Source: an optimization exercise on an open RTL-to-GDS flow (aim: small area, a short achievable clock period and few clock cycles). Production flows keep margins and buffers that such runs may drop. The RTL was checked by simulation tests, not by an equivalence proof against the original design. Power figures rest on the tool's default switching activity, not on a simulated workload.

<file path="flow/design.v">
package blcr_pkg;
  localparam int POS_W   = 32;
  localparam int BYTE_W  = 8;
  localparam int LEN_W   = 5;
  localparam int STAMP_W = 32;
  localparam int MAX_OUT = 16;
  typedef enum logic [4:0] {
    S_IDLE  = 5'b00001,
    S_CSCAN = 5'b00010,
    S_COPY  = 5'b00100,
    S_RSCAN = 5'b01000,
    S_SEND  = 5'b10000
  } state_t;
  typedef enum logic {
    CMP_LESS  = 1'b0,
    CMP_COVER = 1'b1
  } cmp_op_t;
  typedef struct packed {
    cmp_op_t              op;
    logic [STAMP_W-1:0]   a;
    logic [POS_W-1:0]     b;
    logic [LEN_W-1:0]     len;
  } cmp_req_t;
endpackage
module blcr_cmp #(
  parameter int BLOCK_BYTES = 16
) (
  input  blcr_pkg::cmp_req_t req,
  output logic               result
);
  localparam int SUM_W = blcr_pkg::POS_W + 1;
  logic [SUM_W-1:0] want_end;
  logic [SUM_W-1:0] have_end;
  assign want_end = {1'b0, req.b} + SUM_W'(req.len);
  assign have_end = {1'b0, req.a} + SUM_W'(BLOCK_BYTES);
  always_comb begin
    unique case (req.op)
      blcr_pkg::CMP_LESS:  result = (req.a < req.b);
      blcr_pkg::CMP_COVER: result = (req.a <= req.b) && (want_end <= have_end);
      default:             result = 1'b0;
    endcase
  end
endmodule
module block_cache_lru_range_read_top #(
  parameter int BLOCK_BYTES    = 16,
  parameter int RESERVE_BLOCKS = 15
) (
  input  logic                        clk,
  input  logic                        rst_n,
  input  logic                        start,
  output logic                        busy,
  input  logic                        in_func,
  input  logic [blcr_pkg::POS_W-1:0]  in_position,
  input  logic [blcr_pkg::BYTE_W-1:0] in_push_byte,
  input  logic                        in_push_last,
  input  logic [blcr_pkg::LEN_W-1:0]  in_read_length,
  output logic                        out_valid,
  output logic                        out_hit,
  output logic [blcr_pkg::BYTE_W-1:0] out_data_byte,
  output logic                        out_last
);
  localparam int SLOTS  = RESERVE_BLOCKS + 1;
  localparam int SLOT_W = $clog2(SLOTS);
  localparam int SCNT_W = $clog2(SLOTS + 1);
  localparam int OFF_W  = (BLOCK_BYTES > 1) ? $clog2(BLOCK_BYTES) : 1;
  localparam int CNT_W  = $clog2(BLOCK_BYTES + 1);
  localparam int SC_W   = $clog2(BLOCK_BYTES + 2);
  localparam int DEPTH  = SLOTS * BLOCK_BYTES;
  localparam int DA_W   = $clog2(DEPTH);
  localparam int POS_W  = blcr_pkg::POS_W;
  localparam int BYTE_W = blcr_pkg::BYTE_W;
  localparam int LEN_W  = blcr_pkg::LEN_W;
  localparam int STW    = blcr_pkg::STAMP_W;
  logic [POS_W-1:0]  start_mem [SLOTS];
  logic [STW-1:0]    stamp_mem [SLOTS];
  logic [BYTE_W-1:0] data_mem  [DEPTH];
  logic [BYTE_W-1:0] stage_mem [BLOCK_BYTES];
  blcr_pkg::state_t   state_r, state_nxt;
  logic [SCNT_W-1:0]  issue_r, issue_nxt;
  logic               cmp_v_r, cmp_v_nxt;
  logic [SLOT_W-1:0]  cmp_idx_r, cmp_idx_nxt;
  logic [STW-1:0]     best_stamp_r, best_stamp_nxt;
  logic [SLOT_W-1:0]  best_idx_r, best_idx_nxt;
  logic [SLOT_W-1:0]  slot_r, slot_nxt;
  logic [SC_W-1:0]    stage_cnt_r, stage_cnt_nxt;
  logic [POS_W-1:0]   stage_start_r, stage_start_nxt;
  logic [STW-1:0]     use_clock_r, use_clock_nxt;
  logic [SLOTS-1:0]   valid_r, valid_nxt;
  logic [POS_W-1:0]   pos_r, pos_nxt;
  logic [LEN_W-1:0]   len_r, len_nxt;
  logic [DA_W-1:0]    base_r, base_nxt;
  logic [LEN_W-1:0]   k_r, k_nxt;
  logic [CNT_W-1:0]   copy_issue_r, copy_issue_nxt;
  logic               wr_v_r, wr_v_nxt;
  logic [OFF_W-1:0]   wr_k_r, wr_k_nxt;
  logic               out_valid_r, out_valid_nxt;
  logic               out_hit_r, out_hit_nxt;
  logic               out_last_r, out_last_nxt;
  logic [POS_W-1:0]   start_rd_r;
  logic [STW-1:0]     stamp_rd_r;
  logic [BYTE_W-1:0]  stage_rd_r;
  logic [BYTE_W-1:0]  data_rd_r;
  logic               stage_we;
  logic [OFF_W-1:0]   stage_waddr;
  logic [OFF_W-1:0]   stage_raddr;
  logic               start_we;
  logic               stamp_we;
  logic [SLOT_W-1:0]  stamp_waddr;
  logic [SLOT_W-1:0]  scan_raddr;
  logic               data_we;
  logic [DA_W-1:0]    data_waddr;
  logic [DA_W-1:0]    data_raddr;
  blcr_pkg::cmp_req_t cmp_req;
  logic               cmp_res;
  logic [SC_W-1:0]    cnt_inc;
  logic               len_ok;
  logic               take;
  logic [OFF_W-1:0]   off;
  logic               last_k;
  blcr_cmp #(
    .BLOCK_BYTES (BLOCK_BYTES)
  ) u_cmp (
    .req    (cmp_req),
    .result (cmp_res)
  );
  assign busy          = (state_r != blcr_pkg::S_IDLE);
  assign out_valid     = out_valid_r;
  assign out_hit       = out_hit_r;
  assign out_last      = out_last_r;
  assign out_data_byte = out_hit_r ? data_rd_r : '0;
  assign scan_raddr  = issue_r[SLOT_W-1:0];
  assign stage_raddr = copy_issue_r[OFF_W-1:0];
  assign data_raddr  = base_r + DA_W'(k_r);
  assign data_waddr  = DA_W'(slot_r) * DA_W'(BLOCK_BYTES) + DA_W'(wr_k_r);
  assign cnt_inc = (stage_cnt_r <= SC_W'(BLOCK_BYTES)) ? stage_cnt_r + SC_W'(1) : stage_cnt_r;
  assign len_ok  = (in_read_length != '0) &&
                   (32'(in_read_length) <= 32'(blcr_pkg::MAX_OUT)) &&
                   (32'(in_read_length) <= 32'(BLOCK_BYTES));
  assign off     = pos_r[OFF_W-1:0] - start_rd_r[OFF_W-1:0];
  assign take    = (cmp_idx_r == '0) || cmp_res;
  assign last_k  = ((k_r + LEN_W'(1)) == len_r);
  always_comb begin
    cmp_req.op  = (state_r == blcr_pkg::S_RSCAN) ? blcr_pkg::CMP_COVER : blcr_pkg::CMP_LESS;
    cmp_req.a   = (state_r == blcr_pkg::S_RSCAN) ? start_rd_r : stamp_rd_r;
    cmp_req.b   = (state_r == blcr_pkg::S_RSCAN) ? pos_r : best_stamp_r;
    cmp_req.len = len_r;
  end
  always_comb begin
    state_nxt       = state_r;
    issue_nxt       = issue_r;
    cmp_v_nxt       = 1'b0;
    cmp_idx_nxt     = cmp_idx_r;
    best_stamp_nxt  = best_stamp_r;
    best_idx_nxt    = best_idx_r;
    slot_nxt        = slot_r;
    stage_cnt_nxt   = stage_cnt_r;
    stage_start_nxt = stage_start_r;
    use_clock_nxt   = use_clock_r;
    valid_nxt       = valid_r;
    pos_nxt         = pos_r;
    len_nxt         = len_r;
    base_nxt        = base_r;
    k_nxt           = k_r;
    copy_issue_nxt  = copy_issue_r;
    wr_v_nxt        = 1'b0;
    wr_k_nxt        = wr_k_r;
    out_valid_nxt   = 1'b0;
    out_hit_nxt     = out_hit_r;
    out_last_nxt    = out_last_r;
    stage_we        = 1'b0;
    stage_waddr     = stage_cnt_r[OFF_W-1:0];
    start_we        = 1'b0;
    stamp_we        = 1'b0;
    stamp_waddr     = slot_r;
    data_we         = 1'b0;
    unique case (state_r)
      blcr_pkg::S_IDLE: begin
        if (start) begin
          issue_nxt = '0;
          if (!in_func) begin
            if (stage_cnt_r == '0) stage_start_nxt = in_position;
            if (stage_cnt_r < SC_W'(BLOCK_BYTES)) stage_we = 1'b1;
            if (in_push_last) begin
              stage_cnt_nxt = '0;
              if (cnt_inc == SC_W'(BLOCK_BYTES)) state_nxt = blcr_pkg::S_CSCAN;
            end else begin
              stage_cnt_nxt = cnt_inc;
            end
          end else begin
            pos_nxt = in_position;
            len_nxt = in_read_length;
            if (len_ok) begin
              state_nxt = blcr_pkg::S_RSCAN;
            end else begin
              out_valid_nxt = 1'b1;
              out_hit_nxt   = 1'b0;
              out_last_nxt  = 1'b1;
            end
          end
        end
      end
      blcr_pkg::S_CSCAN: begin
        if (issue_r < SCNT_W'(SLOTS)) begin
          issue_nxt   = issue_r + SCNT_W'(1);
          cmp_v_nxt   = 1'b1;
          cmp_idx_nxt = issue_r[SLOT_W-1:0];
        end
        if (cmp_v_r) begin
          if (!valid_r[cmp_idx_r]) begin
            slot_nxt       = cmp_idx_r;
            copy_issue_nxt = '0;
            state_nxt      = blcr_pkg::S_COPY;
          end else begin
            if (take) begin
              best_stamp_nxt = stamp_rd_r;
              best_idx_nxt   = cmp_idx_r;
            end
            if (cmp_idx_r == SLOT_W'(SLOTS - 1)) begin
              slot_nxt       = take ? cmp_idx_r : best_idx_r;
              copy_issue_nxt = '0;
              state_nxt      = blcr_pkg::S_COPY;
            end
          end
        end
      end
      blcr_pkg::S_COPY: begin
        if (copy_issue_r < CNT_W'(BLOCK_BYTES)) begin
          copy_issue_nxt = copy_issue_r + CNT_W'(1);
          wr_v_nxt       = 1'b1;
          wr_k_nxt       = copy_issue_r[OFF_W-1:0];
        end
        if (copy_issue_r == '0) begin
          start_we      = 1'b1;
          stamp_we      = 1'b1;
          valid_nxt     = valid_r | (SLOTS'(1) << slot_r);
          use_clock_nxt = use_clock_r + STW'(1);
        end
        if (wr_v_r) begin
          data_we = 1'b1;
          if (wr_k_r == OFF_W'(BLOCK_BYTES - 1)) state_nxt = blcr_pkg::S_IDLE;
        end
      end
      blcr_pkg::S_RSCAN: begin
        if (issue_r < SCNT_W'(SLOTS)) begin
          issue_nxt   = issue_r + SCNT_W'(1);
          cmp_v_nxt   = 1'b1;
          cmp_idx_nxt = issue_r[SLOT_W-1:0];
        end
        if (cmp_v_r) begin
          if (valid_r[cmp_idx_r] && cmp_res) begin
            stamp_we      = 1'b1;
            stamp_waddr   = cmp_idx_r;
            use_clock_nxt = use_clock_r + STW'(1);
            base_nxt      = DA_W'(cmp_idx_r) * DA_W'(BLOCK_BYTES) + DA_W'(off);
            k_nxt         = '0;
            state_nxt     = blcr_pkg::S_SEND;
          end else if (cmp_idx_r == SLOT_W'(SLOTS - 1)) begin
            out_valid_nxt = 1'b1;
            out_hit_nxt   = 1'b0;
            out_last_nxt  = 1'b1;
            state_nxt     = blcr_pkg::S_IDLE;
          end
        end
      end
      blcr_pkg::S_SEND: begin
        out_valid_nxt = 1'b1;
        out_hit_nxt   = 1'b1;
        out_last_nxt  = last_k;
        k_nxt         = k_r + LEN_W'(1);
        if (last_k) state_nxt = blcr_pkg::S_IDLE;
      end
      default: state_nxt = blcr_pkg::S_IDLE;
    endcase
  end
  always_ff @(posedge clk) begin
    if (!rst_n) begin
      state_r       <= blcr_pkg::S_IDLE;
      cmp_v_r       <= 1'b0;
      wr_v_r        <= 1'b0;
      stage_cnt_r   <= '0;
      stage_start_r <= '0;
      use_clock_r   <= '0;
      valid_r       <= '0;
      out_valid_r   <= 1'b0;
    end else begin
      state_r       <= state_nxt;
      cmp_v_r       <= cmp_v_nxt;
      wr_v_r        <= wr_v_nxt;
      stage_cnt_r   <= stage_cnt_nxt;
      stage_start_r <= stage_start_nxt;
      use_clock_r   <= use_clock_nxt;
      valid_r       <= valid_nxt;
      out_valid_r   <= out_valid_nxt;
    end
  end
  always_ff @(posedge clk) begin
    issue_r      <= issue_nxt;
    cmp_idx_r    <= cmp_idx_nxt;
    best_stamp_r <= best_stamp_nxt;
    best_idx_r   <= best_idx_nxt;
    slot_r       <= slot_nxt;
    pos_r        <= pos_nxt;
    len_r        <= len_nxt;
    base_r       <= base_nxt;
    k_r          <= k_nxt;
    copy_issue_r <= copy_issue_nxt;
    wr_k_r       <= wr_k_nxt;
    out_hit_r    <= out_hit_nxt;
    out_last_r   <= out_last_nxt;
  end
  always_ff @(posedge clk) begin
    if (stage_we) stage_mem[stage_waddr] <= in_push_byte;
    stage_rd_r <= stage_mem[stage_raddr];
  end
  always_ff @(posedge clk) begin
    if (start_we) start_mem[slot_r] <= stage_start_r;
    start_rd_r <= start_mem[scan_raddr];
  end
  always_ff @(posedge clk) begin
    if (stamp_we) stamp_mem[stamp_waddr] <= use_clock_r;
    stamp_rd_r <= stamp_mem[scan_raddr];
  end
  always_ff @(posedge clk) begin
    if (data_we) data_mem[data_waddr] <= stage_rd_r;
    data_rd_r <= data_mem[data_raddr];
  end
endmodule
</file>
<file path="flow/constraint.sdc">
create_clock -name core_clock -period 10.0 [get_ports {clk}]
set_input_delay 2.0000 -clock core_clock [delete_from_list [all_inputs] [get_ports {clk}]]
set_output_delay 2.0000 -clock core_clock [all_outputs]
set_load 0.01 [all_outputs]
</file>
<file path="flow/run.sh">
#!/bin/bash
# synth_recipe.tcl (not shown) runs the flow's synth.tcl, then flattens the netlist and writes it again
# the make line also repeats each setting of config.mk as NAME=value (left out here)
make -C /OpenROAD-flow-scripts/flow DESIGN_CONFIG=/design/flow/config.mk WORK_HOME=/design/flow/orfs CLKGATE_MAP_FILE= SYNTH_SCRIPT=/design/flow/synth_recipe.tcl finish
</file>
<file path="flow/config.mk">
export PLATFORM = sky130hd
export DESIGN_NAME = block_cache_lru_range_read_top
export DESIGN_NICKNAME = block_cache_lru_range_read_top
export VERILOG_FILES = /design/flow/design.v
export SDC_FILE = /design/flow/constraint.sdc
export NUM_CORES = 4
export LEC_CHECK = 0
export CAP_MARGIN = 20
export CORE_MARGIN = 2
export CORE_UTILIZATION = 40
export SLEW_MARGIN = 20
</file>
==> results.toml <==
[synthesis]
avgSynthCellArea_um2 = 21.5
synth_top_area_share_pct = 73.1
synth_warnings = 2
synth_edf_count = 3310
syn_inst = 6323
synthArstFlopShare_pct = 0
yosys-top-cells-area = "edfxtp_1, mux4_2, dfxtp_1"
syn_nets = 6464
ys.flop_type = "edfxtp_1"
ys_seq_elements = 3483
synth_cell_type_count = 71
yosysSeqAreaShare_pct = 75.7
netlist_area_um2 = 136000
synth_area_leader_cell = "edfxtp_1"

[clocking]
path_clk_slew_ns = 0.06
htreeDepth = 5
ctsResizeCount = 0
clock_latency_ns = 0.91
post_cts_buffers = 0
cts.hold.buffers_added = 0
clock-sinks = 3483
cts_buffers = 347
cts.path.max_buffers = 4
cts_tree = "done"
root_buffer = "clkbuf_16"

[routing]
vias = 63960
drc = 0
detail_route.iter0.violations = 6666
drtPass1Iterations = 5
drtAntennaViolNets = 0
post_drt_wl_per_cell_um = 28.7
viasPerCell = 5.65
wl_um = 325000

[place]
hpwl_um = 190000
dp_slack_ns = 1.82
portBuffers = 61
dpl_cell_area_um2 = 142000
gp_congestion = 0.824

[timing]
setup_viol = 0
tns_ns = 0
fin_ws_ns = 1.75
worst_pin_slew_ns = 1.27
fmax_mhz = 121
rsz0062_at_grt = "false"
drv_slew = 0
fin_crit_sh_pct = 82.5
finalHoldViolCount = 0
post-route-min-period_ns = 8.25
relSlewSlack_pct = 15.1
finalClockSkew_ns = 0.0722

[power]
switchingPower_mw = 6.93
p_seq_share_pct = 52.1
worst_ir_drop_vdd_mv = 0.180
switching_share_pct = 22.0
pwr-share-comb_pct = 7.1
leakagePower_nw = 48.2
power_density_nw_per_um2 = 205
p_clk_share_pct = 40.8
p_int_mw = 24.5

[die]
num_io_pins = 62
design.core.area_um2 = 339000
initial_core_util_pct = 40.1
die_y_um = 587
die_w_um = 587
num_rows = 214
dieArea_um2 = 344000

[critical_path]
path_class = "register to register"
cpMaxStageDelayCell = "a31o_2"
cp_max_fo = 32
slowest_delay_ns = 0.90
reg2regPathDepth = 21
setup.reg_to_reg.worst_slack_ns = 1.75
startpoint_type = "register"
regToRegEndpoint = "stamp_mem[6][28]"
worstPathArrival_ns = 8.75
path_cells = "nor2_1, nor4bb_4, buf_4, nand2_1, nand2_1, ha_1, a21oi_1, nor3_1, nand2_1, or4_1, nor3b_1, xnor2_1, ha_1, nand4_1, or4_1, or4_1, o211ai_2, o21ai_2, or3_1, nor3b_2, a31o_2"
end_kind = "register"
worst-path-buf-inv = 1
crit_required_ns = 10.50
cp_top_family = "simple AND/OR/NAND/NOR gates"
timing.rr.start = "state_r[4]"

[worst_hold_path]
hp-start = "stamp_rd_r[1]"
min_path_type = "register to register"
hold-path-endpoint = "best_stamp_r[1]"
hold_path_depth = 0

[final_layout]
stdcell_area_um2 = 153000
final_cell_mix = "edfxtp_1, mux4_2, nor2_1, clkbuf_16, nand2_1"
seq_area_um2 = 103000
fin_nets = 6656
num-fill-cells = 28254
layout_commonest_cell = "edfxtp_1"
drive_above_1_share_pct = 25.2
multiInputGateArea_um2 = 31900
synthToLayoutAreaGrowth_pct = 12.9

[job]
drv_cap = 0

[grt]
overflow = 0
track_usage_pct = 18.6
antenna_found_initial = 18
first_global_vias = 64990
grt_first_pass_wirelength_um = 472000
grt_start_max_net_pins = 185

[outcome]
status = "no timing/DRC/antenna violations"
-- metal layers --
metal,track usage (%),vias up,part of all wire [%]
met5,0,-,0.015
met4,4.63,8,2.4
met3,2.92,459,6.8
met2,30.0,2204,48
met1,26.7,34593,42
li1,-,26696,-
-- cells in the mapped netlist, drive strengths merged (14+ instances only) --
master,number
a21oi,110
and2,14
buf,120
clkbuf,204
dfxtp,173
edfxtp,3310
ha,88
inv,56
mux2i,101
mux4,1013
nand2,243
nand2b,33
nand3,66
nand4,34
nor2,397
nor2b,21
nor3,20
nor4,22
o21ai,41
or3,16
xnor2,58
xor2,22
-- area by class of cell --
cell class | instances | share of cell area (%)
flip-flops and latches | 3483 | 67.0
multi-input cells | 2458 | 20.8
clock buffers | 442 | 6.13
well taps | 4536 | 3.70
clock inverters | 184 | 1.11
repair buffers | 167 | 1.08
inverters | 58 | 0.142
diodes | 2 | 0.00326
-- power by group through the flow --
stage                     clock network, mW  registers (mW)  logic, mW
after floorplan                           0            16.6       1.51
after global placement                    0            16.7       2.26
after detailed placement                  0            16.7       2.27
after CTS                              13.0            16.4       2.28
after global routing                   13.6            16.4       2.42
final                                  12.8            16.4       2.23
-- cells by family (layout without fill, tap and decap cells) --
kind of cell	count (synthesis)	after routing	share of synthesized area [%]
other	0	2	0
xor gates and xnor gates	80	80	0.516
AOI/OAI and AO/OA	254	254	1.17
muxes	1121	1121	17.6
DFF	3483	3483	75.7
buffers and inverters	382	851	1.14
and+or+nand+nor	912	912	3.05
adders and majority gates	91	91	0.854
-- sequential cells by signal, indices dropped and copies added, names as in the netlist, 32 cells and up --
register / count
stamp_rd_r: 32
stamp_mem: 512
start_rd_r: 32
stage_mem: 128
start_mem: 512
pos_r: 32
best_stamp_r: 32
data_mem: 2048
stage_start_r: 32
use_clock_r: 32
-- worst max-delay path by stage --
stage	end	start	cells after the start
3_3_place_gp	stamp_mem[14][3]	state_r[2]	24
5_1_grt	stamp_mem[6][22]	state_r[4]	21
2_1_floorplan	stamp_mem[11][0]	state_r[4]	30
6_report	stamp_mem[6][28]	state_r[4]	21
3_5_place_dp	stamp_mem[14][6]	state_r[4]	21
4_1_cts	stamp_mem[14][24]	state_r[4]	21
-- stage by stage --
step                      power [mW]  utilization [%]  std cells  hold slack, ns
after floorplan                 18.1                -       6323           0.408
after global placement          18.9             41.9      10698           0.428
after detailed placement        19.0             42.0      10701           0.418
after CTS                       31.7             45.3      11327           0.432
after global routing            32.4             45.3      11329           0.462
final                           31.4             45.3      11330           0.433
Testbench counts, summed over its fixed seeds: cycles 29,353.

afterwards: timing with drivers on the ports:
The flow's constraints put no driver on any port. The routed layout listed below was extracted and timed again, unchanged, in two steps.
Step 1 assumes that a clkbuf_16 drives the clock port and a buf_2 every other input.
Step 2 also shifts input and output timing later by t, the mid clock arrival at the registers, as if the neighbouring blocks saw the same clock.
a / b / c = ideal / step 1 / step 2; a / b = the first two.
t (ns): 0.969
setup WS [ns]: 1.751 / 1.751 / 1.751
pins driven straight from the clock port: 1
After both steps this run still meets setup and hold. For this run, drivers alone change the setup slack by 0.000 ns; drivers and shift together by 0.000 ns.
